What follows belongs to an exercise in optimizing a design on an open flow for small area, a short achievable clock period and few clock cycles per item; a production flow would make more cautious choices.
In this exercise RTL edits were held to simulation tests only and were not proved equivalent to the original.

==> flow/design.v <==
package cordic_pkg;
    typedef enum logic [1:0] {
        IDLE,
        ITER,
        SCALE,
        DONE
    } state_e;
    localparam logic signed [31:0] PI     = 32'sh0003_243F;
    localparam logic signed [31:0] TWO_PI = 32'sh0006_487F;
    localparam logic        [31:0] K_INV  = 32'h0000_9B75;
    function automatic logic [31:0] atan_lut(input logic [3:0] idx);
        logic [31:0] val;
        case (idx)
            4'd0:    val = 32'h0000_C910;
            4'd1:    val = 32'h0000_76B2;
            4'd2:    val = 32'h0000_3EB7;
            4'd3:    val = 32'h0000_1FD6;
            4'd4:    val = 32'h0000_0FFB;
            4'd5:    val = 32'h0000_07FF;
            4'd6:    val = 32'h0000_0400;
            4'd7:    val = 32'h0000_0200;
            4'd8:    val = 32'h0000_0100;
            4'd9:    val = 32'h0000_0080;
            4'd10:   val = 32'h0000_0040;
            4'd11:   val = 32'h0000_0020;
            4'd12:   val = 32'h0000_0010;
            4'd13:   val = 32'h0000_0008;
            4'd14:   val = 32'h0000_0004;
            default: val = 32'h0000_0002;
        endcase
        atan_lut = val;
    endfunction
endpackage
module cordic_vec_stage #(
    parameter int IW = 34
) (
    input  logic signed [IW-1:0] x_in,
    input  logic signed [IW-1:0] y_in,
    input  logic signed [IW-1:0] z_in,
    input  logic        [3:0]    shift,
    input  logic signed [IW-1:0] atan_i,
    output logic signed [IW-1:0] x_out,
    output logic signed [IW-1:0] y_out,
    output logic signed [IW-1:0] z_out
);
    logic signed [IW-1:0] x_sh;
    logic signed [IW-1:0] y_sh;
    always_comb begin
        x_sh = x_in >>> shift;
        y_sh = y_in >>> shift;
        if (!y_in[IW-1]) begin
            x_out = x_in + y_sh;
            y_out = y_in - x_sh;
            z_out = z_in + atan_i;
        end else begin
            x_out = x_in - y_sh;
            y_out = y_in + x_sh;
            z_out = z_in - atan_i;
        end
    end
endmodule
module cordic_atan2 (
    input  logic        clk,
    input  logic        rst,
    input  logic        in_valid,
    output logic        in_ready,
    input  logic [31:0] in_x,
    input  logic [31:0] in_y,
    output logic        out_valid,
    input  logic        out_ready,
    output logic [31:0] out_angle,
    output logic [31:0] out_mag,
    output logic        out_zero
);
    logic run_q, sv_q;
    wire  adv = ~sv_q;
    wire        fd_f  = in_x[31];
    wire        fd_sy = in_y[31];
    wire [31:0] fd_xo, fd_yo;   
    assign fd_xo[0] = 1'b0;
    assign fd_yo[0] = 1'b0;
    for (genvar k = 1; k < 32; k++) begin : g_fold
        assign fd_xo[k] = |in_x[k-1:0];
        assign fd_yo[k] = |in_y[k-1:0];
    end
    wire [32:0] fd_x = {1'b0, in_x ^ (fd_xo & {32{fd_f}})};
    wire        fd_ynz = fd_yo[31] | in_y[31];
    wire [32:0] fd_y0 = {in_y[31] ^ (fd_f & fd_ynz), in_y ^ (fd_yo & {32{fd_f}})};
    logic [32:0] r0_x;
    logic [32:0] r0_y;
    logic [0:0] r0_f;
    logic [0:0] r0_sy;
    logic r0_v;
    always_ff @(posedge clk) begin
        if (adv) begin
            r0_x <= fd_x;
            r0_y <= fd_y0;
            r0_f <= fd_f;
            r0_sy <= fd_sy;
        end
    end
    always_ff @(posedge clk) begin
        if (rst) r0_v <= 1'b0;
        else if (adv) r0_v <= in_valid;
    end
    wire i0_m = r0_y[32];
    wire i0_d = i0_m ^ 1'b1;   
    wire [31:0] i0_u = r0_y[31:0] ^ {32{i0_m}};
    wire [32:0] i0_x = r0_x + {1'b0, i0_u[31:0]} + {32'b0, ~i0_d};
    wire [33:0] i0_y = {2'b0, i0_u} - {1'b0, r0_x[32:0]};
    logic [32:0] r1_x;
    logic [0:0] r1_f;
    logic [0:0] r1_sy;
    logic [33:0] r1_y;
    logic [0:0] r1_b0;
    logic r1_v;
    always_ff @(posedge clk) begin
        if (adv) begin
            r1_x <= i0_x;
            r1_f <= r0_f;
            r1_sy <= r0_sy;
            r1_y <= i0_y;
            r1_b0 <= i0_d;
        end
    end
    always_ff @(posedge clk) begin
        if (rst) r1_v <= 1'b0;
        else if (adv) r1_v <= r0_v;
    end
    wire i1_m = r1_y[33];
    wire i1_d = i1_m ^ r1_b0;   
    wire [32:0] i1_u = r1_y[32:0] ^ {33{i1_m}};
    wire [32:0] i1_x = r1_x + {1'b0, i1_u[32:1]} + {32'b0, ~i1_d};
    wire [32:0] i1_y = i1_u - {1'b0, r1_x[32:1]};
    logic [32:0] r2_x;
    logic [0:0] r2_f;
    logic [0:0] r2_sy;
    logic [0:0] r2_b0;
    logic [32:0] r2_y;
    logic [0:0] r2_b1;
    logic r2_v;
    always_ff @(posedge clk) begin
        if (adv) begin
            r2_x <= i1_x;
            r2_f <= r1_f;
            r2_sy <= r1_sy;
            r2_b0 <= r1_b0;
            r2_y <= i1_y;
            r2_b1 <= i1_d;
        end
    end
    always_ff @(posedge clk) begin
        if (rst) r2_v <= 1'b0;
        else if (adv) r2_v <= r1_v;
    end
    wire i2_m = r2_y[32];
    wire i2_d = i2_m ^ r2_b1;   
    wire [31:0] i2_u = r2_y[31:0] ^ {32{i2_m}};
    wire [30:0] i2_l = {1'b0, r2_x[29:0]} + {1'b0, i2_u[31:2]} + {30'b0, ~i2_d};
    wire [2:0] i2_h = r2_x[32:30];
    wire [2:0] i2_im;   
    assign i2_im[0] = 1'b1;
    for (genvar k = 1; k < 3; k++) begin : g_i2_hm
        assign i2_im[k] = &i2_h[k-1:0];
    end
    wire [32:0] i2_x = {i2_h ^ (i2_im & {3{i2_l[30]}}), i2_l[29:0]};
    wire [31:0] i2_y = i2_u - {1'b0, r2_x[32:2]};
    logic [32:0] r3_x;
    logic [0:0] r3_f;
    logic [0:0] r3_sy;
    logic [0:0] r3_b0;
    logic [0:0] r3_b1;
    logic [31:0] r3_y;
    logic [0:0] r3_b2;
    logic r3_v;
    always_ff @(posedge clk) begin
        if (adv) begin
            r3_x <= i2_x;
            r3_f <= r2_f;
            r3_sy <= r2_sy;
            r3_b0 <= r2_b0;
            r3_b1 <= r2_b1;
            r3_y <= i2_y;
            r3_b2 <= i2_d;
        end
    end
    always_ff @(posedge clk) begin
        if (rst) r3_v <= 1'b0;
        else if (adv) r3_v <= r2_v;
    end
    wire i3_m = r3_y[31];
    wire i3_d = i3_m ^ r3_b2;   
    wire [30:0] i3_u = r3_y[30:0] ^ {31{i3_m}};
    wire [28:0] i3_l = {1'b0, r3_x[27:0]} + {1'b0, i3_u[30:3]} + {28'b0, ~i3_d};
    wire [4:0] i3_h = r3_x[32:28];
    wire [4:0] i3_im;   
    assign i3_im[0] = 1'b1;
    for (genvar k = 1; k < 5; k++) begin : g_i3_hm
        assign i3_im[k] = &i3_h[k-1:0];
    end
    wire [32:0] i3_x = {i3_h ^ (i3_im & {5{i3_l[28]}}), i3_l[27:0]};
    wire [30:0] i3_y = i3_u - {1'b0, r3_x[32:3]};
    logic [32:0] r4_x;
    logic [0:0] r4_f;
    logic [0:0] r4_sy;
    logic [0:0] r4_b0;
    logic [0:0] r4_b1;
    logic [0:0] r4_b2;
    logic [30:0] r4_y;
    logic [0:0] r4_b3;
    logic r4_v;
    always_ff @(posedge clk) begin
        if (adv) begin
            r4_x <= i3_x;
            r4_f <= r3_f;
            r4_sy <= r3_sy;
            r4_b0 <= r3_b0;
            r4_b1 <= r3_b1;
            r4_b2 <= r3_b2;
            r4_y <= i3_y;
            r4_b3 <= i3_d;
        end
    end
    always_ff @(posedge clk) begin
        if (rst) r4_v <= 1'b0;
        else if (adv) r4_v <= r3_v;
    end
    wire i4_m = r4_y[30];
    wire i4_d = i4_m ^ r4_b3;   
    wire [29:0] i4_u = r4_y[29:0] ^ {30{i4_m}};
    wire [26:0] i4_l = {1'b0, r4_x[25:0]} + {1'b0, i4_u[29:4]} + {26'b0, ~i4_d};
    wire [6:0] i4_h = r4_x[32:26];
    wire [6:0] i4_im;   
    assign i4_im[0] = 1'b1;
    for (genvar k = 1; k < 7; k++) begin : g_i4_hm
        assign i4_im[k] = &i4_h[k-1:0];
    end
    wire [32:0] i4_x = {i4_h ^ (i4_im & {7{i4_l[26]}}), i4_l[25:0]};
    wire [29:0] i4_y = i4_u - {1'b0, r4_x[32:4]};
    logic [32:0] r5_x;
    logic [0:0] r5_f;
    logic [0:0] r5_sy;
    logic [0:0] r5_b0;
    logic [0:0] r5_b1;
    logic [0:0] r5_b2;
    logic [0:0] r5_b3;
    logic [29:0] r5_y;
    logic [0:0] r5_b4;
    logic r5_v;
    always_ff @(posedge clk) begin
        if (adv) begin
            r5_x <= i4_x;
            r5_f <= r4_f;
            r5_sy <= r4_sy;
            r5_b0 <= r4_b0;
            r5_b1 <= r4_b1;
            r5_b2 <= r4_b2;
            r5_b3 <= r4_b3;
            r5_y <= i4_y;
            r5_b4 <= i4_d;
        end
    end
    always_ff @(posedge clk) begin
        if (rst) r5_v <= 1'b0;
        else if (adv) r5_v <= r4_v;
    end
    wire i5_m = r5_y[29];
    wire i5_d = i5_m ^ r5_b4;   
    wire [28:0] i5_u = r5_y[28:0] ^ {29{i5_m}};
    wire [24:0] i5_l = {1'b0, r5_x[23:0]} + {1'b0, i5_u[28:5]} + {24'b0, ~i5_d};
    wire [8:0] i5_h = r5_x[32:24];
    wire [8:0] i5_im;   
    assign i5_im[0] = 1'b1;
    for (genvar k = 1; k < 9; k++) begin : g_i5_hm
        assign i5_im[k] = &i5_h[k-1:0];
    end
    wire [32:0] i5_x = {i5_h ^ (i5_im & {9{i5_l[24]}}), i5_l[23:0]};
    wire [28:0] i5_y = i5_u - {1'b0, r5_x[32:5]};
    logic [32:0] r6_x;
    logic [0:0] r6_f;
    logic [0:0] r6_sy;
    logic [0:0] r6_b0;
    logic [0:0] r6_b1;
    logic [0:0] r6_b2;
    logic [0:0] r6_b3;
    logic [0:0] r6_b4;
    logic [28:0] r6_y;
    logic [0:0] r6_b5;
    logic r6_v;
    always_ff @(posedge clk) begin
        if (adv) begin
            r6_x <= i5_x;
            r6_f <= r5_f;
            r6_sy <= r5_sy;
            r6_b0 <= r5_b0;
            r6_b1 <= r5_b1;
            r6_b2 <= r5_b2;
            r6_b3 <= r5_b3;
            r6_b4 <= r5_b4;
            r6_y <= i5_y;
            r6_b5 <= i5_d;
        end
    end
    always_ff @(posedge clk) begin
        if (rst) r6_v <= 1'b0;
        else if (adv) r6_v <= r5_v;
    end
    wire i6_m = r6_y[28];
    wire i6_d = i6_m ^ r6_b5;   
    wire [27:0] i6_u = r6_y[27:0] ^ {28{i6_m}};
    wire [22:0] i6_l = {1'b0, r6_x[21:0]} + {1'b0, i6_u[27:6]} + {22'b0, ~i6_d};
    wire [10:0] i6_h = r6_x[32:22];
    wire [10:0] i6_im;   
    assign i6_im[0] = 1'b1;
    for (genvar k = 1; k < 11; k++) begin : g_i6_hm
        assign i6_im[k] = &i6_h[k-1:0];
    end
    wire [32:0] i6_x = {i6_h ^ (i6_im & {11{i6_l[22]}}), i6_l[21:0]};
    wire [27:0] i6_y = i6_u - {1'b0, r6_x[32:6]};
    logic [32:0] r7_x;
    logic [0:0] r7_f;
    logic [0:0] r7_sy;
    logic [0:0] r7_b0;
    logic [0:0] r7_b1;
    logic [0:0] r7_b2;
    logic [0:0] r7_b3;
    logic [0:0] r7_b4;
    logic [0:0] r7_b5;
    logic [27:0] r7_y;
    logic [0:0] r7_b6;
    logic r7_v;
    always_ff @(posedge clk) begin
        if (adv) begin
            r7_x <= i6_x;
            r7_f <= r6_f;
            r7_sy <= r6_sy;
            r7_b0 <= r6_b0;
            r7_b1 <= r6_b1;
            r7_b2 <= r6_b2;
            r7_b3 <= r6_b3;
            r7_b4 <= r6_b4;
            r7_b5 <= r6_b5;
            r7_y <= i6_y;
            r7_b6 <= i6_d;
        end
    end
    always_ff @(posedge clk) begin
        if (rst) r7_v <= 1'b0;
        else if (adv) r7_v <= r6_v;
    end
    wire i7_m = r7_y[27];
    wire i7_d = i7_m ^ r7_b6;   
    wire [26:0] i7_u = r7_y[26:0] ^ {27{i7_m}};
    wire [20:0] i7_l = {1'b0, r7_x[19:0]} + {1'b0, i7_u[26:7]} + {20'b0, ~i7_d};
    wire [12:0] i7_h = r7_x[32:20];
    wire [12:0] i7_im;   
    assign i7_im[0] = 1'b1;
    for (genvar k = 1; k < 13; k++) begin : g_i7_hm
        assign i7_im[k] = &i7_h[k-1:0];
    end
    wire [32:0] i7_x = {i7_h ^ (i7_im & {13{i7_l[20]}}), i7_l[19:0]};
    wire [26:0] i7_y = i7_u - {1'b0, r7_x[32:7]};
    logic [32:0] r8_x;
    logic [0:0] r8_f;
    logic [0:0] r8_sy;
    logic [0:0] r8_b0;
    logic [0:0] r8_b1;
    logic [0:0] r8_b2;
    logic [0:0] r8_b3;
    logic [0:0] r8_b4;
    logic [0:0] r8_b5;
    logic [0:0] r8_b6;
    logic [26:0] r8_y;
    logic [0:0] r8_b7;
    logic r8_v;
    always_ff @(posedge clk) begin
        if (adv) begin
            r8_x <= i7_x;
            r8_f <= r7_f;
            r8_sy <= r7_sy;
            r8_b0 <= r7_b0;
            r8_b1 <= r7_b1;
            r8_b2 <= r7_b2;
            r8_b3 <= r7_b3;
            r8_b4 <= r7_b4;
            r8_b5 <= r7_b5;
            r8_b6 <= r7_b6;
            r8_y <= i7_y;
            r8_b7 <= i7_d;
        end
    end
    always_ff @(posedge clk) begin
        if (rst) r8_v <= 1'b0;
        else if (adv) r8_v <= r7_v;
    end
    wire i8_m = r8_y[26];
    wire i8_d = i8_m ^ r8_b7;   
    wire [25:0] i8_u = r8_y[25:0] ^ {26{i8_m}};
    wire [18:0] i8_l = {1'b0, r8_x[17:0]} + {1'b0, i8_u[25:8]} + {18'b0, ~i8_d};
    wire [14:0] i8_h = r8_x[32:18];
    wire [14:0] i8_im;   
    assign i8_im[0] = 1'b1;
    for (genvar k = 1; k < 15; k++) begin : g_i8_hm
        assign i8_im[k] = &i8_h[k-1:0];
    end
    wire [32:0] i8_x = {i8_h ^ (i8_im & {15{i8_l[18]}}), i8_l[17:0]};
    wire [25:0] i8_y = i8_u - {1'b0, r8_x[32:8]};
    logic [32:0] r9_x;
    logic [0:0] r9_f;
    logic [0:0] r9_sy;
    logic [0:0] r9_b0;
    logic [0:0] r9_b1;
    logic [0:0] r9_b2;
    logic [0:0] r9_b3;
    logic [0:0] r9_b4;
    logic [0:0] r9_b5;
    logic [0:0] r9_b6;
    logic [0:0] r9_b7;
    logic [25:0] r9_y;
    logic [0:0] r9_b8;
    logic r9_v;
    always_ff @(posedge clk) begin
        if (adv) begin
            r9_x <= i8_x;
            r9_f <= r8_f;
            r9_sy <= r8_sy;
            r9_b0 <= r8_b0;
            r9_b1 <= r8_b1;
            r9_b2 <= r8_b2;
            r9_b3 <= r8_b3;
            r9_b4 <= r8_b4;
            r9_b5 <= r8_b5;
            r9_b6 <= r8_b6;
            r9_b7 <= r8_b7;
            r9_y <= i8_y;
            r9_b8 <= i8_d;
        end
    end
    always_ff @(posedge clk) begin
        if (rst) r9_v <= 1'b0;
        else if (adv) r9_v <= r8_v;
    end
    wire i9_m = r9_y[25];
    wire i9_d = i9_m ^ r9_b8;   
    wire [24:0] i9_u = r9_y[24:0] ^ {25{i9_m}};
    wire [16:0] i9_l = {1'b0, r9_x[15:0]} + {1'b0, i9_u[24:9]} + {16'b0, ~i9_d};
    wire [16:0] i9_h = r9_x[32:16];
    wire [16:0] i9_im;   
    assign i9_im[0] = 1'b1;
    for (genvar k = 1; k < 17; k++) begin : g_i9_hm
        assign i9_im[k] = &i9_h[k-1:0];
    end
    wire [32:0] i9_x = {i9_h ^ (i9_im & {17{i9_l[16]}}), i9_l[15:0]};
    wire [24:0] i9_y = i9_u - {1'b0, r9_x[32:9]};
    logic [32:0] r10_x;
    logic [0:0] r10_f;
    logic [0:0] r10_sy;
    logic [0:0] r10_b0;
    logic [0:0] r10_b1;
    logic [0:0] r10_b2;
    logic [0:0] r10_b3;
    logic [0:0] r10_b4;
    logic [0:0] r10_b5;
    logic [0:0] r10_b6;
    logic [0:0] r10_b7;
    logic [0:0] r10_b8;
    logic [24:0] r10_y;
    logic [0:0] r10_b9;
    logic r10_v;
    always_ff @(posedge clk) begin
        if (adv) begin
            r10_x <= i9_x;
            r10_f <= r9_f;
            r10_sy <= r9_sy;
            r10_b0 <= r9_b0;
            r10_b1 <= r9_b1;
            r10_b2 <= r9_b2;
            r10_b3 <= r9_b3;
            r10_b4 <= r9_b4;
            r10_b5 <= r9_b5;
            r10_b6 <= r9_b6;
            r10_b7 <= r9_b7;
            r10_b8 <= r9_b8;
            r10_y <= i9_y;
            r10_b9 <= i9_d;
        end
    end
    always_ff @(posedge clk) begin
        if (rst) r10_v <= 1'b0;
        else if (adv) r10_v <= r9_v;
    end
    wire i10_m = r10_y[24];
    wire i10_d = i10_m ^ r10_b9;   
    wire [23:0] i10_u = r10_y[23:0] ^ {24{i10_m}};
    wire [14:0] i10_l = {1'b0, r10_x[13:0]} + {1'b0, i10_u[23:10]} + {14'b0, ~i10_d};
    wire [18:0] i10_h = r10_x[32:14];
    wire [18:0] i10_im;   
    assign i10_im[0] = 1'b1;
    for (genvar k = 1; k < 19; k++) begin : g_i10_hm
        assign i10_im[k] = &i10_h[k-1:0];
    end
    wire [32:0] i10_x = {i10_h ^ (i10_im & {19{i10_l[14]}}), i10_l[13:0]};
    wire [23:0] i10_y = i10_u - {1'b0, r10_x[32:10]};
    logic [32:0] r11_x;
    logic [0:0] r11_f;
    logic [0:0] r11_sy;
    logic [0:0] r11_b0;
    logic [0:0] r11_b1;
    logic [0:0] r11_b2;
    logic [0:0] r11_b3;
    logic [0:0] r11_b4;
    logic [0:0] r11_b5;
    logic [0:0] r11_b6;
    logic [0:0] r11_b7;
    logic [0:0] r11_b8;
    logic [0:0] r11_b9;
    logic [23:0] r11_y;
    logic [0:0] r11_b10;
    logic r11_v;
    always_ff @(posedge clk) begin
        if (adv) begin
            r11_x <= i10_x;
            r11_f <= r10_f;
            r11_sy <= r10_sy;
            r11_b0 <= r10_b0;
            r11_b1 <= r10_b1;
            r11_b2 <= r10_b2;
            r11_b3 <= r10_b3;
            r11_b4 <= r10_b4;
            r11_b5 <= r10_b5;
            r11_b6 <= r10_b6;
            r11_b7 <= r10_b7;
            r11_b8 <= r10_b8;
            r11_b9 <= r10_b9;
            r11_y <= i10_y;
            r11_b10 <= i10_d;
        end
    end
    always_ff @(posedge clk) begin
        if (rst) r11_v <= 1'b0;
        else if (adv) r11_v <= r10_v;
    end
    wire i11_m = r11_y[23];
    wire i11_d = i11_m ^ r11_b10;   
    wire [22:0] i11_u = r11_y[22:0] ^ {23{i11_m}};
    wire [12:0] i11_l = {1'b0, r11_x[11:0]} + {1'b0, i11_u[22:11]} + {12'b0, ~i11_d};
    wire [20:0] i11_h = r11_x[32:12];
    wire [20:0] i11_im;   
    assign i11_im[0] = 1'b1;
    for (genvar k = 1; k < 21; k++) begin : g_i11_hm
        assign i11_im[k] = &i11_h[k-1:0];
    end
    wire [32:0] i11_x = {i11_h ^ (i11_im & {21{i11_l[12]}}), i11_l[11:0]};
    wire [22:0] i11_y = i11_u - {1'b0, r11_x[32:11]};
    logic [32:0] r12_x;
    logic [0:0] r12_f;
    logic [0:0] r12_sy;
    logic [0:0] r12_b0;
    logic [0:0] r12_b1;
    logic [0:0] r12_b2;
    logic [0:0] r12_b3;
    logic [0:0] r12_b4;
    logic [0:0] r12_b5;
    logic [0:0] r12_b6;
    logic [0:0] r12_b7;
    logic [0:0] r12_b8;
    logic [0:0] r12_b9;
    logic [0:0] r12_b10;
    logic [22:0] r12_y;
    logic [0:0] r12_b11;
    logic r12_v;
    always_ff @(posedge clk) begin
        if (adv) begin
            r12_x <= i11_x;
            r12_f <= r11_f;
            r12_sy <= r11_sy;
            r12_b0 <= r11_b0;
            r12_b1 <= r11_b1;
            r12_b2 <= r11_b2;
            r12_b3 <= r11_b3;
            r12_b4 <= r11_b4;
            r12_b5 <= r11_b5;
            r12_b6 <= r11_b6;
            r12_b7 <= r11_b7;
            r12_b8 <= r11_b8;
            r12_b9 <= r11_b9;
            r12_b10 <= r11_b10;
            r12_y <= i11_y;
            r12_b11 <= i11_d;
        end
    end
    always_ff @(posedge clk) begin
        if (rst) r12_v <= 1'b0;
        else if (adv) r12_v <= r11_v;
    end
    wire i12_m = r12_y[22];
    wire i12_d = i12_m ^ r12_b11;   
    wire [21:0] i12_u = r12_y[21:0] ^ {22{i12_m}};
    wire [10:0] i12_l = {1'b0, r12_x[9:0]} + {1'b0, i12_u[21:12]} + {10'b0, ~i12_d};
    wire [22:0] i12_h = r12_x[32:10];
    wire [22:0] i12_im;   
    assign i12_im[0] = 1'b1;
    for (genvar k = 1; k < 23; k++) begin : g_i12_hm
        assign i12_im[k] = &i12_h[k-1:0];
    end
    wire [32:0] i12_x = {i12_h ^ (i12_im & {23{i12_l[10]}}), i12_l[9:0]};
    wire [21:0] i12_y = i12_u - {1'b0, r12_x[32:12]};
    logic [32:0] r13_x;
    logic [0:0] r13_f;
    logic [0:0] r13_sy;
    logic [0:0] r13_b0;
    logic [0:0] r13_b1;
    logic [0:0] r13_b2;
    logic [0:0] r13_b3;
    logic [0:0] r13_b4;
    logic [0:0] r13_b5;
    logic [0:0] r13_b6;
    logic [0:0] r13_b7;
    logic [0:0] r13_b8;
    logic [0:0] r13_b9;
    logic [0:0] r13_b10;
    logic [0:0] r13_b11;
    logic [21:0] r13_y;
    logic [0:0] r13_b12;
    logic r13_v;
    always_ff @(posedge clk) begin
        if (adv) begin
            r13_x <= i12_x;
            r13_f <= r12_f;
            r13_sy <= r12_sy;
            r13_b0 <= r12_b0;
            r13_b1 <= r12_b1;
            r13_b2 <= r12_b2;
            r13_b3 <= r12_b3;
            r13_b4 <= r12_b4;
            r13_b5 <= r12_b5;
            r13_b6 <= r12_b6;
            r13_b7 <= r12_b7;
            r13_b8 <= r12_b8;
            r13_b9 <= r12_b9;
            r13_b10 <= r12_b10;
            r13_b11 <= r12_b11;
            r13_y <= i12_y;
            r13_b12 <= i12_d;
        end
    end
    always_ff @(posedge clk) begin
        if (rst) r13_v <= 1'b0;
        else if (adv) r13_v <= r12_v;
    end
    wire i13_m = r13_y[21];
    wire i13_d = i13_m ^ r13_b12;   
    wire [20:0] i13_u = r13_y[20:0] ^ {21{i13_m}};
    wire [8:0] i13_l = {1'b0, r13_x[7:0]} + {1'b0, i13_u[20:13]} + {8'b0, ~i13_d};
    wire [24:0] i13_h = r13_x[32:8];
    wire [24:0] i13_im;   
    assign i13_im[0] = 1'b1;
    for (genvar k = 1; k < 25; k++) begin : g_i13_hm
        assign i13_im[k] = &i13_h[k-1:0];
    end
    wire [32:0] i13_x = {i13_h ^ (i13_im & {25{i13_l[8]}}), i13_l[7:0]};
    wire [20:0] i13_y = i13_u - {1'b0, r13_x[32:13]};
    logic [32:0] r14_x;
    logic [0:0] r14_f;
    logic [0:0] r14_sy;
    logic [0:0] r14_b0;
    logic [0:0] r14_b1;
    logic [0:0] r14_b2;
    logic [0:0] r14_b3;
    logic [0:0] r14_b4;
    logic [0:0] r14_b5;
    logic [0:0] r14_b6;
    logic [0:0] r14_b7;
    logic [0:0] r14_b8;
    logic [0:0] r14_b9;
    logic [0:0] r14_b10;
    logic [0:0] r14_b11;
    logic [0:0] r14_b12;
    logic [20:0] r14_y;
    logic [0:0] r14_b13;
    logic r14_v;
    always_ff @(posedge clk) begin
        if (adv) begin
            r14_x <= i13_x;
            r14_f <= r13_f;
            r14_sy <= r13_sy;
            r14_b0 <= r13_b0;
            r14_b1 <= r13_b1;
            r14_b2 <= r13_b2;
            r14_b3 <= r13_b3;
            r14_b4 <= r13_b4;
            r14_b5 <= r13_b5;
            r14_b6 <= r13_b6;
            r14_b7 <= r13_b7;
            r14_b8 <= r13_b8;
            r14_b9 <= r13_b9;
            r14_b10 <= r13_b10;
            r14_b11 <= r13_b11;
            r14_b12 <= r13_b12;
            r14_y <= i13_y;
            r14_b13 <= i13_d;
        end
    end
    always_ff @(posedge clk) begin
        if (rst) r14_v <= 1'b0;
        else if (adv) r14_v <= r13_v;
    end
    wire i14_m = r14_y[20];
    wire i14_d = i14_m ^ r14_b13;   
    wire [19:0] i14_u = r14_y[19:0] ^ {20{i14_m}};
    wire [6:0] i14_l = {1'b0, r14_x[5:0]} + {1'b0, i14_u[19:14]} + {6'b0, ~i14_d};
    wire [26:0] i14_h = r14_x[32:6];
    wire [26:0] i14_im;   
    assign i14_im[0] = 1'b1;
    for (genvar k = 1; k < 27; k++) begin : g_i14_hm
        assign i14_im[k] = &i14_h[k-1:0];
    end
    wire [32:0] i14_x = {i14_h ^ (i14_im & {27{i14_l[6]}}), i14_l[5:0]};
    wire [19:0] i14_y = i14_u - {1'b0, r14_x[32:14]};
    logic [32:0] r15_x;
    logic [0:0] r15_f;
    logic [0:0] r15_sy;
    logic [0:0] r15_b0;
    logic [0:0] r15_b1;
    logic [0:0] r15_b2;
    logic [0:0] r15_b3;
    logic [0:0] r15_b4;
    logic [0:0] r15_b5;
    logic [0:0] r15_b6;
    logic [0:0] r15_b7;
    logic [0:0] r15_b8;
    logic [0:0] r15_b9;
    logic [0:0] r15_b10;
    logic [0:0] r15_b11;
    logic [0:0] r15_b12;
    logic [0:0] r15_b13;
    logic [19:0] r15_y;
    logic [0:0] r15_b14;
    logic r15_v;
    always_ff @(posedge clk) begin
        if (adv) begin
            r15_x <= i14_x;
            r15_f <= r14_f;
            r15_sy <= r14_sy;
            r15_b0 <= r14_b0;
            r15_b1 <= r14_b1;
            r15_b2 <= r14_b2;
            r15_b3 <= r14_b3;
            r15_b4 <= r14_b4;
            r15_b5 <= r14_b5;
            r15_b6 <= r14_b6;
            r15_b7 <= r14_b7;
            r15_b8 <= r14_b8;
            r15_b9 <= r14_b9;
            r15_b10 <= r14_b10;
            r15_b11 <= r14_b11;
            r15_b12 <= r14_b12;
            r15_b13 <= r14_b13;
            r15_y <= i14_y;
            r15_b14 <= i14_d;
        end
    end
    always_ff @(posedge clk) begin
        if (rst) r15_v <= 1'b0;
        else if (adv) r15_v <= r14_v;
    end
    wire i15_m = r15_y[19];
    wire i15_d = i15_m ^ r15_b14;   
    wire [18:0] i15_u = r15_y[18:0] ^ {19{i15_m}};
    wire [4:0] i15_l = {1'b0, r15_x[3:0]} + {1'b0, i15_u[18:15]} + {4'b0, ~i15_d};
    wire [28:0] i15_h = r15_x[32:4];
    wire [28:0] i15_im;   
    assign i15_im[0] = 1'b1;
    for (genvar k = 1; k < 29; k++) begin : g_i15_hm
        assign i15_im[k] = &i15_h[k-1:0];
    end
    wire [32:0] i15_x = {i15_h ^ (i15_im & {29{i15_l[4]}}), i15_l[3:0]};
    wire [2:0] ts_ta_s = {r15_b2, r15_b1, r15_b0};
    wire [19:0] ts_ta =
        ({20{ts_ta_s == 3'd0}} & 20'he41b9) |
        ({20{ts_ta_s == 3'd1}} & 20'hfd3d9) |
        ({20{ts_ta_s == 3'd2}} & 20'hf2f1d) |
        ({20{ts_ta_s == 3'd3}} & 20'hc13d) |
        ({20{ts_ta_s == 3'd4}} & 20'hebf27) |
        ({20{ts_ta_s == 3'd5}} & 20'h5147) |
        ({20{ts_ta_s == 3'd6}} & 20'hfac8b) |
        ({20{ts_ta_s == 3'd7}} & 20'h13eab);
    wire [2:0] ts_tb_s = {r15_b5, r15_b4, r15_b3};
    wire [19:0] ts_tb =
        ({20{ts_tb_s == 3'd0}} & 20'h0) |
        ({20{ts_tb_s == 3'd1}} & 20'h3fac) |
        ({20{ts_tb_s == 3'd2}} & 20'h1ff6) |
        ({20{ts_tb_s == 3'd3}} & 20'h5fa2) |
        ({20{ts_tb_s == 3'd4}} & 20'hffe) |
        ({20{ts_tb_s == 3'd5}} & 20'h4faa) |
        ({20{ts_tb_s == 3'd6}} & 20'h2ff4) |
        ({20{ts_tb_s == 3'd7}} & 20'h6fa0);
    wire [19:0] ts_sum = ts_ta + ts_tb;
    logic [32:0] r16_x;
    logic [0:0] r16_f;
    logic [0:0] r16_sy;
    logic [0:0] r16_b6;
    logic [0:0] r16_b7;
    logic [0:0] r16_b8;
    logic [0:0] r16_b9;
    logic [0:0] r16_b10;
    logic [0:0] r16_b11;
    logic [0:0] r16_b12;
    logic [0:0] r16_b13;
    logic [0:0] r16_b14;
    logic [0:0] r16_b15;
    logic [19:0] r16_tsum;
    logic r16_v;
    always_ff @(posedge clk) begin
        if (adv) begin
            r16_x <= i15_x;
            r16_f <= r15_f;
            r16_sy <= r15_sy;
            r16_b6 <= r15_b6;
            r16_b7 <= r15_b7;
            r16_b8 <= r15_b8;
            r16_b9 <= r15_b9;
            r16_b10 <= r15_b10;
            r16_b11 <= r15_b11;
            r16_b12 <= r15_b12;
            r16_b13 <= r15_b13;
            r16_b14 <= r15_b14;
            r16_b15 <= i15_d;
            r16_tsum <= ts_sum;
        end
    end
    always_ff @(posedge clk) begin
        if (rst) r16_v <= 1'b0;
        else if (adv) r16_v <= r15_v;
    end
    wire m1_zero = (r16_x == 33'd0);
    wire [48:0] m1_t15_u = {16'b0, r16_x};
    wire [48:0] m1_t15 = {m1_t15_u[33:0], 15'd32767};
    wire [48:0] m1_t13_u = {16'b0, r16_x};
    wire [48:0] m1_t13 = {m1_t13_u[35:0], 13'd1169};
    wire [48:0] m1_t10_u = {{16{1'b1}}, ~r16_x};
    wire [48:0] m1_t10 = {m1_t10_u[38:0], 10'd0};
    wire [48:0] m1_t7_u = {{16{1'b1}}, ~r16_x};
    wire [48:0] m1_t7 = {m1_t7_u[41:0], 7'd0};
    wire [48:0] m1_t4_u = {{16{1'b1}}, ~r16_x};
    wire [48:0] m1_t4 = {m1_t4_u[44:0], 4'd0};
    wire [48:0] m1_t2_u = {16'b0, r16_x};
    wire [48:0] m1_t2 = {m1_t2_u[46:0], 2'd0};
    wire [48:0] m1_t0_u = {16'b0, r16_x};
    wire [48:0] m1_t0 = m1_t0_u;
    wire [48:0] m1_mc_l0_0_s = m1_t15 ^ m1_t13 ^ m1_t10;
    wire [48:0] m1_mc_l0_0_m = (m1_t15 & m1_t13) | (m1_t15 & m1_t10) | (m1_t13 & m1_t10);
    wire [48:0] m1_mc_l0_0_c = {m1_mc_l0_0_m[47:0], 1'b0};
    wire [48:0] m1_mc_l0_1_s = m1_t7 ^ m1_t4 ^ m1_t2;
    wire [48:0] m1_mc_l0_1_m = (m1_t7 & m1_t4) | (m1_t7 & m1_t2) | (m1_t4 & m1_t2);
    wire [48:0] m1_mc_l0_1_c = {m1_mc_l0_1_m[47:0], 1'b0};
    wire [48:0] m1_mc_l1_0_s = m1_mc_l0_0_s ^ m1_mc_l0_0_c ^ m1_mc_l0_1_s;
    wire [48:0] m1_mc_l1_0_m = (m1_mc_l0_0_s & m1_mc_l0_0_c) | (m1_mc_l0_0_s & m1_mc_l0_1_s) | (m1_mc_l0_0_c & m1_mc_l0_1_s);
    wire [48:0] m1_mc_l1_0_c = {m1_mc_l1_0_m[47:0], 1'b0};
    wire [48:0] m1_mc_l2_0_s = m1_mc_l1_0_s ^ m1_mc_l1_0_c ^ m1_mc_l0_1_c;
    wire [48:0] m1_mc_l2_0_m = (m1_mc_l1_0_s & m1_mc_l1_0_c) | (m1_mc_l1_0_s & m1_mc_l0_1_c) | (m1_mc_l1_0_c & m1_mc_l0_1_c);
    wire [48:0] m1_mc_l2_0_c = {m1_mc_l2_0_m[47:0], 1'b0};
    wire [48:0] m1_mc_l3_0_s = m1_mc_l2_0_s ^ m1_mc_l2_0_c ^ m1_t0;
    wire [48:0] m1_mc_l3_0_m = (m1_mc_l2_0_s & m1_mc_l2_0_c) | (m1_mc_l2_0_s & m1_t0) | (m1_mc_l2_0_c & m1_t0);
    wire [48:0] m1_mc_l3_0_c = {m1_mc_l3_0_m[47:0], 1'b0};
    wire [19:0] m1_zlo = {8'b0, r16_b6, r16_b7, r16_b8, r16_b9, r16_b10, r16_b11, r16_b12, r16_b13, r16_b14, r16_b15, 2'b00};
    wire [19:0] m1_theta = r16_tsum + m1_zlo;
    wire m1_pos = ~m1_theta[19] & (|m1_theta);   
    logic [48:0] r17_ms;
    logic [48:0] r17_mc;
    logic [19:0] r17_theta;
    logic [0:0] r17_pos;
    logic [0:0] r17_zero;
    logic [0:0] r17_f;
    logic [0:0] r17_sy;
    logic r17_v;
    always_ff @(posedge clk) begin
        if (adv) begin
            r17_ms <= m1_mc_l3_0_s;
            r17_mc <= m1_mc_l3_0_c;
            r17_theta <= m1_theta;
            r17_pos <= m1_pos;
            r17_zero <= m1_zero;
            r17_f <= r16_f;
            r17_sy <= r16_sy;
        end
    end
    always_ff @(posedge clk) begin
        if (rst) r17_v <= 1'b0;
        else if (adv) r17_v <= r16_v;
    end
    wire [48:0] m2_s = r17_ms + r17_mc;
    wire        m2_sat = m2_s[48] | m2_s[47];
    wire [30:0] m2_mag = m2_sat ? 31'h7FFF_FFFF : m2_s[46:16];
    wire        m2_pos = r17_pos;
    logic [19:0] m2_off;
    always_comb begin
        if (!r17_f)            m2_off = 20'h0;
        else if (r17_sy) m2_off = m2_pos ? 20'hcdbc1 : 20'h32440;
        else              m2_off = m2_pos ? 20'hcdbc0 : 20'h3243f;
    end
    wire [19:0] m2_ang = r17_theta + m2_off;
    wire [31:0] m2_angle = r17_zero ? 32'h0 : {{12{m2_ang[19]}}, m2_ang};
    logic        ov_q;
    logic [31:0] oa_q, om_q, sa_q, sm_q;
    logic        oz_q, sz_q;
    wire push = adv & r17_v;
    wire pop  = ov_q & out_ready;
    logic ov_d, sv_d;
    always_comb begin
        if (ov_q & ~pop) begin
            ov_d = 1'b1;
            sv_d = sv_q | push;
        end else begin
            ov_d = sv_q | push;
            sv_d = 1'b0;
        end
    end
    always_ff @(posedge clk) begin
        if (rst) begin
            ov_q  <= 1'b0;
            sv_q  <= 1'b0;
            run_q <= 1'b1;
        end else begin
            ov_q  <= ov_d;
            sv_q  <= sv_d;
            run_q <= ~sv_d;
        end
    end
    always_ff @(posedge clk) begin
        if (~sv_q) begin
            sa_q <= m2_angle;
            sm_q <= {1'b0, m2_mag};
            sz_q <= r17_zero;
        end
    end
    logic [31:0] ha_q, hm_q;
    logic        hz_q;
    wire         load = out_ready | ~ov_q;
    wire [31:0]  na = sv_q ? sa_q : m2_angle;
    wire [31:0]  nm = sv_q ? sm_q : {1'b0, m2_mag};
    wire         nz = sv_q ? sz_q : r17_zero;
    always_ff @(posedge clk) begin
        ha_q <= load ? na : oa_q;
        hm_q <= load ? nm : om_q;
        hz_q <= load ? nz : oz_q;
    end
    always_ff @(posedge clk) begin
        oa_q <= load ? na : ha_q;
        om_q <= load ? nm : hm_q;
        oz_q <= load ? nz : hz_q;
    end
    assign in_ready  = run_q;
    assign out_valid = ov_q;
    assign out_angle = oa_q;
    assign out_mag   = om_q;
    assign out_zero  = oz_q;
endmodule
==> flow/flow/run.sh <==
#!/bin/bash
# Standard ORFS layout, with timing repair aimed at a tighter setup margin
# and faster buffers on the ports.
set -euo pipefail
bash standard.sh SETUP_SLACK_MARGIN=6.74 "BUFFER_PORTS_ARGS=-buffer_cell sky130_fd_sc_hd__buf_4" finish > make_finish.log 2>&1
==> flow/standard.sh <==
#!/bin/bash
# synth_recipe.tcl (not shown) runs the flow's synth.tcl, then flattens the netlist and writes it again
# the make line also repeats each setting of config.mk as NAME=value (left out here)
make -C /OpenROAD-flow-scripts/flow DESIGN_CONFIG=/design/flow/config.mk WORK_HOME=/design/flow/orfs CLKGATE_MAP_FILE= SYNTH_SCRIPT=/design/flow/synth_recipe.tcl "${@:-finish}"
==> flow/config.mk <==
export PLATFORM = sky130hd
export DESIGN_NAME = cordic_atan2
export DESIGN_NICKNAME = cordic_atan2
export VERILOG_FILES = /design/flow/design.v
export SDC_FILE = /design/flow/constraint.sdc
export NUM_CORES = 4
export LEC_CHECK = 0
export ABC_AREA = 1
export CAP_MARGIN = 20
export CORE_MARGIN = 2
export CORE_UTILIZATION = 40
export CTS_CLUSTER_DIAMETER = 110
export CTS_CLUSTER_SIZE = 28
export SLEW_MARGIN = 20
==> flow/constraint.sdc <==
create_clock -name core_clock -period 10.0 [get_ports {clk}]
set_input_delay 2.0000 -clock core_clock [delete_from_list [all_inputs] [get_ports {clk}]]
set_output_delay 2.0000 -clock core_clock [all_outputs]
set_load 0.01 [all_outputs]
==> impl_metrics.yaml, run 1 <==
outcome:
  status: "complete, no violations"
timing:
  finalSetupTns_ns: 0
  fin_crit_sh: 0.3279
  setup_ws_ns: 6.721
  finalMaxSlewViolations: 0
  fmax_mhz: 305.0
  setup-violations-final: 0
  min_period_ns: 3.279
  clock_skew_ns: 0.04283
  maxSlewHeadroom: 0.2406
  worst_slew_pin_slew_ns: 1.139
  rsz0062_at_grt: "yes"
  hold_viol: 0
cells_and_area:
  final_net_count: 12380
  largestRegisters: "r17_mc: 46 flops, r17_ms: 46 flops"
  fillers: 24080
  layout-drive-gt1-share: 0.06678
  synthToLayoutAreaGrowth_pct: 10.20
  layoutNonFillerInstCount: 14670
  final_util: 0.4442
  layout_common_cells: "nand2_1, inv_1, edfxtp_1"
  final_common_cell: "nand2_1"
floorplan:
  initial_core_util: 0.4031
  core_um2: 249100
  die_x_um: 505.1
  ioPinCount: 135
  fp.dieH_um: 505.1
  row_count: 183
  die-area_um2: 255100
worst_hold_path:
  worstHoldStart: "r6_b4"
  holdPathStages: 0
  hp-class: "reg2reg"
clocking:
  insertion_delay_ns: 0.77
  cts-root-buf: "clkbuf_16"
  cts_buffers: 72
  cts_tree: "built"
  cts_max_path_buffers: 3
  clk_pin_slew_ns: 0.11
  cts_num_sinks: 1498
  h-tree-depth: 3
synth:
  synth_seq_cells: 1498
  ys.flop_type: "edfxtp_1"
  async_flop_share: 0
  syn_inst: 11050
  synth-edff-count: 1282
  syn_area_um2: 100400
  yosys_warnings: 1
  ys_types: 60
  syn-num-nets: 12140
  yosysSeqAreaShare: 0.4264
  avgSynthCellArea_um2: 9.089
placed_design:
  place_ws_ns: 5.758
  hpwl_mm: 229.2
  port_buffers: 134
  routabilityCongestion: 0.9682
  dp_cells: 14420
route:
  wl_per_cell_um: 19.32
  postRouteAntennaNets: 0
  finalWirelength_mm: 283.5
  drt_iter0_drc: 5776
  vias_per_cell: 5.143
  drt_first_pass_iters: 6
  remaining_drc_errors: 0
  vias: 75450
grt:
  overflow: 0
  grt_pass1_vias: 75250
  grt_max_degree: 180
  grt_pass1_wl_mm: 433.8
  antenna_found_initial: 2
  grt.total_usage: 0.2169
flow_run:
  cap_violations: 0
worst_setup_path:
  cp-end-kind: "flop"
  startpoint: "r13_y[21]"
  regToRegStartpoint: "r13_y[21]"
  reg2reg_depth: 13
  timing_worst_setup_path_type: "reg2reg"
  cp_data_arrival_time_ns: 3.80
  startpoint_type: "flop"
  cp.required_ns: 10.52
  cp_max_fo: 8
[cell families after synthesis]
group                    after synthesis  synth area share
AO/OA/AOI/OAI                       1721           0.09686
AND/OR/NAND/NOR                     3882            0.1616
flip-flops                          1498            0.4264
XOR/XNOR                            1257            0.1096
adder cells (fa/ha/maj)             1025            0.1424
buffers and inverters               1666           0.06303
[worst max-delay path: stages (launching register included)]
cell and delay, ns:
edfxtp_1 0.53, buf_4 0.19, buf_4 0.17, xnor2_1 0.26, ha_1 0.20, inv_1 0.06
fa_1 0.44, nand3_1 0.10, nand3_1 0.21, a31oi_1 0.39, o21bai_1 0.17, nand3_1 0.09
nand2_1 0.07, xor2_1 0.16
[per-stage QoR]
step           cell area, um2  hold slack [ns]
6_report               110700           0.4146
5_1_grt                110700           0.4014
4_1_cts                109100           0.4078
3_5_place_dp           105400           0.4045
3_3_place_gp           105400           0.4004
2_1_floorplan          100500           0.4003
[routing by layer]
| metal | part of all wire | vias to the layer above | GRT usage |
|---|---|---|---|
| met1 | 0.43 | 35990 | 0.2757 |
| li1 | - | 37340 | - |
| met4 | 0.039 | 2 | 0.07202 |
| met2 | 0.49 | 1710 | 0.3845 |
| met3 | 0.038 | 408 | 0.02081 |
| met5 | 0.000046 | - | 0 |
[Yosys cell counts (119+ instances only)]
library cell | number | area share
nand2_1 | 2226 | 0.083
inv_1 | 1525 | 0.057
edfxtp_1 | 1282 | 0.38
xor2_1 | 982 | 0.086
a21oi_1 | 835 | 0.042
ha_1 | 828 | 0.10
nor2_1 | 801 | 0.030
nand3_1 | 436 | 0.022
o21ai_0 | 411 | 0.020
xnor2_1 | 275 | 0.024
dfxtp_1 | 216 | 0.043
fa_1 | 197 | 0.039
nand4_1 | 119 | 0.0074
[final timing paths]
check | end | slack, ns
hold / removal | r7_b4 | 0.41
setup reg to reg | r14_y[18] | 6.72
setup / recovery | r14_y[18] | 6.72
hold reg to reg | r7_b4 | 0.41
[what timing repair did]
action	4_1_cts	5_1_grt
pin swaps	13	31
endpoints found under the setup margin	1328	853
gates resized for setup	279	197
setup buffers	49	68
hold buffers	0	0
gates cloned	5	8
[final cells by class]
| type | count | area (um2) | area share |
|---|---|---|---|
| Timing Repair Buffer | 298 | 2934 | 0.02651 |
| Clock buffer | 91 | 1916 | 0.01731 |
| Multi-Input combinational cell | 7888 | 52480 | 0.4743 |
| Inverter | 1530 | 5796 | 0.05237 |
| Timing Repair inverter | 1 | 16.27 | 0.0001470 |
| Antenna cell | 5 | 12.51 | 0.0001131 |
| Sequential cell | 1498 | 42910 | 0.3878 |
| Tap cell | 3330 | 4167 | 0.03765 |
| Clock inverter | 30 | 430.4 | 0.003889 |
Testbench counts, summed over its fixed seeds: cycles 664, items 512.
==> run 2: changes to the inputs <==
==> flow/flow/run.sh (replaced) <==
#!/bin/bash
# Standard ORFS layout, with timing repair aimed at a tighter setup margin
# and faster buffers on the ports.
set -euo pipefail
bash standard.sh SETUP_SLACK_MARGIN=6.8 "BUFFER_PORTS_ARGS=-buffer_cell sky130_fd_sc_hd__buf_4" finish > make_finish.log 2>&1
--- a/flow/config.mk
+++ b/flow/config.mk
@@ -9,6 +9,6 @@
 export CAP_MARGIN = 20
 export CORE_MARGIN = 2
 export CORE_UTILIZATION = 40
-export CTS_CLUSTER_DIAMETER = 110
-export CTS_CLUSTER_SIZE = 28
+export CTS_CLUSTER_DIAMETER = 100
+export CTS_CLUSTER_SIZE = 24
 export SLEW_MARGIN = 20
==> run 2 against run 1 <==
  * Die area is the same
  * Hold slack better by 0.0098 ns
  * Via count rose by 0.37%
  * Sequential share of layout area decreased by 0.36 points
  * Synthesized cell count unchanged
  * Clock skew increased by 0.0055 ns
  * Count of clock-buffer cells in the layout grew 17
  * Routed wire length increased by 0.42%
  * Worst setup slack better by 0.020 ns
  * Fmax grew 0.62%
  * Global-route usage rose by 0.078 points
  * Utilization increased by 0.41 points
  * Still clean
==> impl_metrics.yaml, run 2 <==
floorplan:
  fp.dieH_um: 505.1
  die-area_um2: 255100
  initial_core_util: 0.4031
  die_x_um: 505.1
  core_um2: 249100
  ioPinCount: 135
  row_count: 183
clocking:
  holdBufCountCts: 0
  cts_num_sinks: 1498
  cts-root-buf: "clkbuf_16"
  cts_buffers: 82
  h-tree-depth: 3
  clk_pin_slew_ns: 0.09
  insertion_delay_ns: 0.77
  cts_tree: "built"
  cts_max_path_buffers: 3
cells_and_area:
  final_net_count: 12420
  layout-drive-gt1-share: 0.07651
  synthToLayoutAreaGrowth_pct: 11.23
  fillers: 23990
  final_util: 0.4484
  multi_input_area_um2: 52870
  final_common_cell: "nand2_1"
  layout_common_cells: "nand2_1, inv_1, edfxtp_1"
  largestRegisters: "r17_mc: 46 flops, r17_ms: 46 flops"
  ff_latch_area_um2: 42910
synth:
  synth-edff-count: 1282
  avgSynthCellArea_um2: 9.089
  ys_types: 60
  syn_inst: 11050
  synth_common_cells: "nand2_1, inv_1, edfxtp_1"
  synth_largest_area_cell: "edfxtp_1"
  ys.flop_type: "edfxtp_1"
  async_flop_share: 0
  synthDominantCellAreaShare: 0.3834
  syn_area_um2: 100400
  synth_seq_cells: 1498
  yosys_warnings: 1
  synth_most_common_cell: "nand2_1"
  syn-num-nets: 12140
  synthTopCellsByArea: "edfxtp_1, ha_1, xor2_1, nand2_1, inv_1"
  yosysSeqAreaShare: 0.4264
outcome:
  status: "complete, no violations"
route:
  drt_first_pass_iters: 6
  finalWirelength_mm: 284.7
  remaining_drc_errors: 0
  drt_iter0_drc: 5696
  postRouteAntennaNets: 0
  wl_per_cell_um: 19.34
  vias: 75730
  vias_per_cell: 5.146
worst_setup_path:
  crit_chain: "buf_6"
  startpoint_type: "flop"
  cp_max_fo: 2
  cp.required_ns: 8.00
  slowest_delay_ns: 0.37
  timing_worst_setup_path_type: "reg2out"
  cpLargestDelayFamily: "flip-flops"
  cp_num_buf_inv: 1
  slowest_stage: "dfxtp_4"
  cp-end-kind: "output pin"
  cp_data_arrival_time_ns: 1.26
timing:
  finalMaxSlewViolations: 0
  setup_ws_ns: 6.741
  maxSlewHeadroom: 0.2791
  fmax_mhz: 306.9
  worst_slew_pin_slew_ns: 1.081
  rsz0062_at_grt: "yes"
  hold_viol: 0
  hold_ws_ns: 0.4244
  clock_skew_ns: 0.04838
  finalSetupTns_ns: 0
  min_period_ns: 3.259
  setup-violations-final: 0
  fin_crit_sh: 0.3259
grt:
  grt_max_degree: 180
  grt_pass1_wl_mm: 435.3
  grt_pass1_vias: 75690
  grt.total_usage: 0.2176
  overflow: 0
  antenna_found_initial: 2
placed_design:
  routabilityCongestion: 0.9682
  port_buffers: 134
  hpwl_mm: 229.2
  place_ws_ns: 5.758
worst_hold_path:
  hp-class: "reg2reg"
flow_run:
  cap_violations: 0
## run 2: cell counts after synthesis
Identical to the previous run, type by type.
## run 2: routing by layer
metal  up-vias  GRT usage  routed length [um]
met2      1731     0.3838              140200
met3       450    0.02068               10490
li1      37420          -                   -
met1     36120     0.2756              122100
met4         2    0.07980               11930
met5         -          0                  13
## run 2: cell type report
cell class	count	area share
repair inverters	1	0.0001456
clock buffers	108	0.02039
multi-input cells	7890	0.4734
well taps	3330	0.03730
diodes	2	0.00004481
flip-flops and latches	1498	0.3842
clock inverters	31	0.003809
repair buffers	326	0.02868
inverters	1530	0.05209
## run 2: cell families (layout without fill, tap and decap cells)
| family | count (synthesis) | count (layout) | share of synthesized area |
|---|---|---|---|
| AO/OA/AOI/OAI | 1721 | 1724 | 0.09686 |
| buffers and inverters | 1666 | 1996 | 0.06303 |
| other | 0 | 2 | 0 |
| adder cells (fa/ha/maj) | 1025 | 1025 | 0.1424 |
| AND/OR/NAND/NOR | 3882 | 3884 | 0.1616 |
| XOR/XNOR | 1257 | 1257 | 0.1096 |
| flip-flops | 1498 | 1498 | 0.4264 |
## run 2: worst paths after layout
kind | from | slack (ns) | depth (start not counted) | end
worst max-delay path | om_q[23] | 6.74 | 1 | out_mag[23]
worst min-delay path | r13_sy | 0.42 | 0 | r14_sy
worst max register to register | r4_y[30] | 6.83 | 13 | r5_x[27]
worst min register to register | r13_sy | 0.42 | 0 | r14_sy
## run 2: per-stage QoR
step	std cells	instance area (um2)
3_5_place_dp	14420	105400
5_1_grt	14720	111700
4_1_cts	14620	110000
3_3_place_gp	14420	105400
2_1_floorplan	11050	100500
6_report	14720	111700
## run 2: timing repair
action,4_1_cts,5_1_grt
gates cloned,11,6
endpoints found under the hold margin,0,0
pin swaps,18,61
gates resized for setup,329,238
setup endpoints to repair,1394,911
setup buffers,57,86

==> re-timing with driven ports <==
In the flow no input, the clock included, has a driving cell. The finished layouts below were timed again as built, in two steps. Step 1, drivers: a clkbuf_16 drives clk and a buf_2 each remaining input, both assumed. Step 2 adds t to the input delays and takes it off the output delays; t is the mean of the earliest and latest rising clock arrival at the registers after step 1. Input paths then give back, and output paths get back, about the clock's delay inside the block. a / b / c = ideal ports / drivers / drivers and shift; a / b = the first two.
| run | shift t [ns] | slack for setup (ns) | worst setup path after step 2 | clock arrival spread, ns | cell pins on the clock port's net |
|---|---|---|---|---|---|
| run 1 | 0.846 | 6.721 / 6.654 / 6.089 | input to register | 0.064 / 0.064 | 1 |
| run 2 | 0.848 | 6.741 / 6.642 / 6.145 | input to register | 0.061 / 0.062 | 1 |
After both steps every run listed still meets setup and hold. For run 1, which loses most, drivers alone change the setup slack by -0.067 ns; drivers and shift together by -0.632 ns.
